This design comes from an exercise in tuning for small area, a short achievable clock period and few clock cycles per item on the open sky130 flow, not from production work.
Only simulation tests tie the RTL to the original design; equivalence was not proved.
Power is estimated from default activity; no workload was simulated.

==> design.v <==
module cakeLane
#(
	parameter bit FallsDown = 1'b1,
	parameter logic [1:0] Speed = 2'd1,
	parameter logic [53:0] StartY = '0,
	parameter int NumWrap = 6,
	parameter logic [17:0] WrapOrder = '0
)(
	input logic update,
	input logic rst,
	input logic step,
	input logic [9:0] qY,
	output logic [5:0] rowHit
);
	localparam int CakesPerLane = 6;
	localparam int Ring = 480 / Speed;
	localparam int CakeSize = 20;
	localparam int MovesW = $clog2(Ring);
	logic [MovesW-1:0] moves;
	logic [7:0] drift;
	logic [2:0] wraps;
	logic [CakesPerLane-1:0] wrapped;
	logic atEdge;
	logic [8:0] ringY;
	logic [9:0] driftY;
	cakeRowAdd #(.W(9)) ringAdd (
		.a(qY[8:0]),
		.b(FallsDown ? ~(9'(moves) * 9'(Speed)) : 9'(moves) * 9'(Speed)),
		.cin(FallsDown),
		.sum(ringY)
	);
	cakeRowAdd #(.W(10)) driftAdd (
		.a(qY),
		.b({1'b0, drift, 1'b0}),
		.cin(1'b0),
		.sum(driftY)
	);
	function automatic logic inWindow9(input logic [8:0] pos, input int lo);
		int a;
		int b;
		a = (lo + 1) % 512;
		b = (lo + CakeSize - 1) % 512;
		if (a <= b)
			inWindow9 = (pos >= 9'(a)) && (pos <= 9'(b));
		else
			inWindow9 = (pos >= 9'(a)) || (pos <= 9'(b));
	endfunction
	function automatic logic inWindow10(input logic [9:0] pos, input int lo);
		int a;
		int b;
		a = (lo + 1) % 1024;
		b = (lo + CakeSize - 1) % 1024;
		if (a <= b)
			inWindow10 = (pos >= 10'(a)) && (pos <= 10'(b));
		else
			inWindow10 = (pos >= 10'(a)) || (pos <= 10'(b));
	endfunction
	function automatic int edgeMoves(input int w);
		int k;
		k = int'(StartY[9*WrapOrder[3*w +: 3] +: 9]) / int'(Speed);
		edgeMoves = FallsDown ? Ring - k : k;
	endfunction
	function automatic int wrapRank(input int c);
		wrapRank = CakesPerLane;
		for (int w = 0; w < NumWrap; w++)
			if (int'(WrapOrder[3*w +: 3]) == c)
				wrapRank = w;
	endfunction
	always_comb
	begin
		atEdge = 1'b0;
		for (int w = 0; w < NumWrap; w++)
			if (wraps == 3'(w) && moves == MovesW'(edgeMoves(w)))
				atEdge = 1'b1;
	end
	always_comb
	begin
		for (int c = 0; c < CakesPerLane; c++)
		begin
			int s;
			s = int'(StartY[9*c +: 9]);
			wrapped[c] = (wraps > 3'(wrapRank(c)));
			if (Speed != 2'd1 && s % 2 == 1)
				rowHit[c] = ({drift, 1'b0} > 9'(s)) ? inWindow10(driftY, s + 512) : inWindow10(driftY, s);
			else if (wrapped[c])
				rowHit[c] = !qY[9] && inWindow9(ringY, FallsDown ? s + 32 : s + 512 - 32);
			else
				rowHit[c] = !qY[9] && inWindow9(ringY, s);
		end
	end
	always_ff @(posedge update)
	begin
		if (rst)
		begin
			moves <= '0;
			drift <= '0;
			wraps <= '0;
		end
		else if (step)
		begin
			if (atEdge)
				wraps <= wraps + 3'd1;
			else
			begin
				if (moves == MovesW'(Ring - 1))
				begin
					moves <= '0;
					wraps <= '0;
				end
				else
					moves <= moves + MovesW'(1);
				drift <= drift + 8'd1;
			end
		end
	end
endmodule
module cakeRowAdd
#(
	parameter int W = 12
)(
	input logic [W-1:0] a,
	input logic [W-1:0] b,
	input logic cin,
	output logic [W-1:0] sum
);
	logic [W-1:0] p0;
	logic [W-1:0] g;
	logic [W-1:0] p;
	always_comb
	begin
		p0 = a ^ b;
		g = a & b;
		p = p0;
		g[0] = g[0] | (p0[0] & cin);
		for (int lvl = 0; (1 << lvl) < W; lvl++)
			for (int i = 0; i < W; i++)
				if (((i >> lvl) & 1) == 1)
				begin
					int j;
					j = ((i >> lvl) << lvl) - 1;
					g[i] = g[i] | (p[i] & g[j]);
					p[i] = p[i] & p[j];
				end
		sum[0] = p0[0] ^ cin;
		for (int i = 1; i < W; i++)
			sum[i] = p0[i] ^ g[i-1];
	end
endmodule
module pixelQueryFifo
(
	input logic update,
	input logic rst,
	input logic pixelReq,
	output logic pixelAck,
	output logic hitReq,
	input logic hitAck,
	output logic take
);
	assign take = pixelReq && !pixelAck && !hitReq && !hitAck;
	always_ff @(posedge update)
	begin
		if (rst)
		begin
			pixelAck <= 1'b0;
			hitReq <= 1'b0;
		end
		else
		begin
			if (take)
				pixelAck <= 1'b1;
			else if (!pixelReq)
				pixelAck <= 1'b0;
			if (take)
				hitReq <= 1'b1;
			else if (hitAck)
				hitReq <= 1'b0;
		end
	end
endmodule
module cakeHitTester
(
	input logic [9:0] qX,
	input logic [23:0] rowHit,
	output logic [23:0] hitNow
);
	localparam int NumLanes = 4;
	localparam int CakesPerLane = 6;
	localparam int unsigned CakeSize = 20;
	localparam logic [39:0] LaneX = {10'd510, 10'd240, 10'd100, 10'd65};
	always_comb
	begin
		for (int l = 0; l < NumLanes; l++)
			for (int c = 0; c < CakesPerLane; c++)
				hitNow[l * CakesPerLane + c] = rowHit[l * CakesPerLane + c]
					&& (qX > LaneX[10*l +: 10])
					&& ({1'b0, qX} < {1'b0, LaneX[10*l +: 10]} + 11'(CakeSize));
	end
endmodule
module cakeField
(
	input logic update,
	input logic rst,
	input logic step,
	input logic pixelReq,
	input logic [9:0] pixelX,
	input logic [9:0] pixelY,
	output logic pixelAck,
	output logic hitReq,
	output logic [23:0] hitMask,
	input logic hitAck
);
	localparam int NumLanes = 4;
	localparam logic [3:0] LaneFallsDown = 4'b1001;
	localparam logic [7:0] LaneSpeed = {2'd1, 2'd2, 2'd1, 2'd1};
	localparam logic [215:0] LaneStartY = {
		{9'd400, 9'd330, 9'd255, 9'd200, 9'd100, 9'd20},
		{9'd375, 9'd350, 9'd210, 9'd180, 9'd75, 9'd25},
		{9'd440, 9'd340, 9'd290, 9'd220, 9'd150, 9'd50},
		{9'd450, 9'd370, 9'd290, 9'd200, 9'd150, 9'd70}
	};
	localparam logic [15:0] LaneNumWrap = {4'd6, 4'd3, 4'd6, 4'd6};
	localparam logic [71:0] LaneWrapOrder = {
		{3'd0, 3'd1, 3'd2, 3'd3, 3'd4, 3'd5},
		{3'd0, 3'd0, 3'd0, 3'd4, 3'd3, 3'd2},
		{3'd5, 3'd4, 3'd3, 3'd2, 3'd1, 3'd0},
		{3'd0, 3'd1, 3'd2, 3'd3, 3'd4, 3'd5}
	};
	logic [23:0] rowHit;
	for (genvar g = 0; g < NumLanes; g++)
	begin : gLane
		cakeLane #(
			.FallsDown(LaneFallsDown[g]),
			.Speed(LaneSpeed[2*g +: 2]),
			.StartY(LaneStartY[54*g +: 54]),
			.NumWrap(int'(LaneNumWrap[4*g +: 4])),
			.WrapOrder(LaneWrapOrder[18*g +: 18])
		) lane (
			.update(update),
			.rst(rst),
			.step(step),
			.qY(pixelY),
			.rowHit(rowHit[6*g +: 6])
		);
	end
	logic take;
	logic [23:0] hitNow;
	cakeHitTester hitTester (
		.qX(pixelX),
		.rowHit(rowHit),
		.hitNow(hitNow)
	);
	pixelQueryFifo queryFifo (
		.update(update),
		.rst(rst),
		.pixelReq(pixelReq),
		.pixelAck(pixelAck),
		.hitReq(hitReq),
		.hitAck(hitAck),
		.take(take)
	);
	always_ff @(posedge update)
	begin
		if (take)
			hitMask <= hitNow;
	end
endmodule
==> run.sh <==
#!/bin/bash
# synth_recipe.tcl (not shown) runs the flow's synth.tcl, then flattens the netlist and writes it again
# the make line also repeats each setting of config.mk as NAME=value (left out here)
make -C /OpenROAD-flow-scripts/flow DESIGN_CONFIG=/design/flow/config.mk WORK_HOME=/design/flow/orfs CLKGATE_MAP_FILE= SYNTH_SCRIPT=/design/flow/synth_recipe.tcl finish
==> config.mk <==
export PLATFORM = sky130hd
export DESIGN_NAME = cakeField
export DESIGN_NICKNAME = cakeField
export VERILOG_FILES = /design/flow/design.v
export SDC_FILE = /design/flow/constraint.sdc
export NUM_CORES = 4
export LEC_CHECK = 0
export CAP_MARGIN = 20
export CORE_MARGIN = 2
export CORE_UTILIZATION = 40
export SLEW_MARGIN = 20
==> constraint.sdc <==
create_clock -name core_clock -period 4.5 [get_ports {update}]
set_input_delay 0.9000 -clock core_clock [delete_from_list [all_inputs] [get_ports {update}]]
set_output_delay 0.9000 -clock core_clock [all_outputs]
set_load 0.01 [all_outputs]
==> impl_results.md <==
* Clock sink count at 81
* Avg WL per Cell at 16.3 µm
* Initial antenna violation count at 0
* Hold EP: queryFifo.hitReq$_SDFFE_PP0P_
* Worst Min Path Start: queryFifo.hitReq$_SDFFE_PP0P_
* # resized after CTS at 0
* NetSw at 611 µW
* Synth warn at 9
* Final-report hold violation count at 0
* Cells after Synth at 894
* TritonCTS Buffers at 9
* Worst flop-to-flop path endpoint: hitMask[8]$_DFFE_PP_
* Skew-Pair Late Insertion Delay at 360 ps
* Max-Cap Viols at 0
* CP required at 4660 ps
* Root Driver: clkbuf_16
* Syn Std Cell Area at 0.00741 mm²
* Post-synthesis net count at 1001
* Core ar. at 0.0181 mm²
* Input/output buffers at 50
* CTS Buffer Depth at 2
* Post-CTS setup buffers at 0
* Worst Reg-to-Reg Cells at 12
* Number of global-route vias before repair at 6246
* Pins Over Slew Limit at 0
* Cell Rows at 49
* Final wirelength at 19300 µm
* Clk pwr share at 39.8%
* Share of synthesized registers carrying an async set or reset at 0%
* Synth cell types at 78
* GRT overflow at 0
* Synthesized flop and latch total at 81
* Mapped Avg Cell Area at 8.29 µm²
* # IOs at 51
* Setup CP Type: input pin to flop
* DIE AREA at 0.0196 mm²
* Crit path max fanout at 3
* First-pass GRT wire length at 31500 µm
* Crit path DAT at 4200 ps
* Via count at 6732
* Hold Path Class: flop to flop
* VDD IR-drop max at 0.173 mV
* Startpoint types: input pin
* RR Startpoint: gLane[1].lane.moves[0]$_SDFFE_PP0P_
* Status: no timing/DRC/antenna violations
* Die H at 140 µm
* TNS Setup at 0 ps
* Clock Pin Slew Worst Setup and Hold Paths at 70 ps
* Initial Util at 41.0%
* RSZ-0062 raised after global routing: false
* Largest net degree at the start of global routing at 42
* Max Freq at 247 MHz
* Share of cells above drive strength 1 at 6.18%
* GRT Util Overall at 19.9%
* DR DRC count at 0
* Worst-margin pin slew at 722 ps
* N_diodes at 0
* Via/cell ratio at 5.69
* Setup Skew at 7.06 ps
* TritonCTS clock tree: built
* Cts hold-fix bufs at 0
* Reg2reg setup slack at 1110 ps
* CP Launch Point: pixelY[0]
* Antenna Nets Post-Route at 0
* Post-synth EDFFs at 24
* DR pass1 iterations at 23
* GPL Wtd Cong at 0.883
* Pwr/cell area at 241 mW/mm²
* Initial drt markers at 456
* Sw Share at 29.8%
* Ys flop type: dfxtp_1
* P_leak at 0.00307 µW
* Critical Path Sink Type: flop
* WHS Path Cells at 2
* Final setup violation count at 0
* Int Pwr at 1440 µW
* Tot Pwr at 2050 µW
* Area delta synth->final at 15.0%
* Fin crit period at 4040 ps
* Max-slew headroom at 51.9%
* Sequential share of power at 38.3%
* Crit share post-route at 89.8%
* Die X at 140 µm
* Fin nets at 1056
* Register area share after synthesis at 25.1%
* Comb power frac at 22.0%
* H-tree depth at 3
* Estimated wirelength of the detail-placed design at 14700 µm
==> critical path, cell delays in order <==
cell and delay (ps):
clkdlybuf4s50_1 500, inv_1 170, ha_1 160, inv_1 50, fa_1 430, a211o_1 290
o21ai_0 130, fa_1 490, or4_1 550, a21o_1 180, a2111oi_2 360
==> placed cells by master (no fill, tap or decap), types with 5 or more instances in the layout <==
cell             instances
nand3b_1                 7
o211a_1                  5
o21a_1                   5
nor4_1                  16
o31ai_1                  7
o21ai_0                 35
a21o_1                   8
clkdlybuf4s50_1         50
nor3_1                  29
nor4b_1                  5
and3_1                  11
a21oi_1                 61
nand4b_1                 5
clkbuf_16                9
a211oi_1                10
xnor2_1                 35
inv_1                   66
a31oi_1                 12
mux2i_1                 16
nand2b_1                15
o211ai_1                 6
a211o_1                  5
dfxtp_1                 57
or3_1                   17
nand3_1                 33
nand2_1                 65
nand4_1                 29
fa_1                    14
buf_4                   21
edfxtp_1                24
ha_1                    68
nor2b_1                  8
or4_1                   15
nor2_1                  67
xor2_1                  29
==> registers in the layout (all words and copies together) (netlist names) <==
register and count:
gLane.lane.moves 35, hitMask 24, gLane.lane.wraps 12, gLane.lane.drift 8, queryFifo.hitReq 1, queryFifo.pixelAck 1
==> logic make-up after synthesis <==
kind of cell,after synthesis,share of synthesized area (%)
AO/OA/AOI/OAI,202,18.2
XOR/XNOR,64,7.56
multiplexers,18,2.46
flip-flops,81,25.1
AND/OR/NAND/NOR,352,25.9
buffers and inverters,95,5.47
adder cells (fa/ha/maj),82,15.3
==> power by group through the flow <==
| stage | Clock (µW) | Sequential (µW) | Combinational [µW] |
|---|---|---|---|
| global route | 861 | 788 | 504 |
| detailed placement | 0 | 802 | 447 |
| global placement | 0 | 802 | 445 |
| floorplan | 0 | 801 | 299 |
| CTS | 834 | 786 | 449 |
| finish | 816 | 786 | 451 |
==> cell usage after synthesis, types with 5 or more instances <==
cell / n / area, µm²
ha_1: 68 / 851
nor2_1: 67 / 251
inv_1: 66 / 248
nand2_1: 65 / 244
a21oi_1: 61 / 305
dfxtp_1: 57 / 1140
o21ai_0: 35 / 175
xnor2_1: 35 / 307
nand3_1: 33 / 165
nand4_1: 29 / 181
nor3_1: 29 / 145
xor2_1: 29 / 254
edfxtp_1: 24 / 721
or3_1: 17 / 106
mux2i_1: 16 / 160
nor4_1: 16 / 100
nand2b_1: 15 / 93.8
or4_1: 15 / 113
fa_1: 14 / 280
a31oi_1: 12 / 75.1
and3_1: 11 / 68.8
a211oi_1: 10 / 75.1
clkbuf_1: 9 / 33.8
a21o_1: 8 / 60.1
nor2b_1: 8 / 50.1
buf_2: 7 / 35.0
nand3b_1: 7 / 52.6
o31ai_1: 7 / 52.6
o211ai_1: 6 / 45.0
a211o_1: 5 / 43.8
nand4b_1: 5 / 43.8
nor4b_1: 5 / 43.8
o211a_1: 5 / 50.1
o21a_1: 5 / 37.5
==> how the worst max path moves through the flow <==
stage,slack [ps],to,cells past startpoint
2_1_floorplan,720,hitMask[18]$_DFFE_PP_,11
3_3_place_gp,150,hitMask[18]$_DFFE_PP_,11
3_5_place_dp,80,hitMask[18]$_DFFE_PP_,11
4_1_cts,450,hitMask[18]$_DFFE_PP_,11
5_1_grt,240,hitMask[18]$_DFFE_PP_,13
6_report,460,hitMask[18]$_DFFE_PP_,11
==> cell type report <==
class                   instances  area (µm²)
multi-input cells             718        5150
clock inverters                 7        93.8
fillers                      1772        9560
clock buffers                   9         225
inverters                      68         255
flip-flops and latches         81        1860
repair buffers                 71         658
well taps                     229         287
==> through the flow <==
stage | std cells | utilization [%] | hold slack [ps] | area, µm² | setup WS (ps)
floorplan | 894 | - | 492 | 7410 | 723
global placement | 1167 | 45.4 | 515 | 8210 | 151
detailed placement | 1167 | 45.4 | 518 | 8210 | 75.8
CTS | 1183 | 47.1 | 532 | 8530 | 450
global route | 1183 | 47.1 | 561 | 8530 | 243
finish | 1183 | 47.1 | 524 | 8530 | 458
==> per-layer routing <==
| metal | up-vias | GRT usage (%) | part of all wire (%) |
|---|---|---|---|
| met5 | - | 0 | 0 |
| met4 | 0 | 8.24 | 2.4 |
| met3 | 25 | 2.70 | 3.4 |
| met2 | 136 | 32.3 | 47 |
| met1 | 3164 | 26.8 | 48 |
| li1 | 3407 | - | - |
Testbench counts, summed over its fixed seeds: cycles 6,712, queries 3,072.

[what the ideal ports hide]
No port has a modelled driver above. Below, the same layout with a new extraction and two added sets of constraints.
Step 1 sets driving cells, clkbuf_16 on the clock port and buf_2 on the other inputs (assumed; they add their load-dependent delay and slew).
Step 2, shift: input delay + t, output delay - t, t = (earliest + latest rising clock arrival at the registers) / 2. This alone moves slack from input paths to output paths.
Three values: no drivers, after step 1, after step 2; two values: the first two.
t (ns): 0.399
setup WS [ns]: 0.458 / 0.484 / 0.085
worst register clock-pin slew, ns: 0.07 / 0.07
worst slew at a driven data input, ns: 0.04
After both steps setup and hold are still met in this run. For this run, drivers alone change the setup slack by +0.026 ns; drivers and shift together by -0.373 ns.
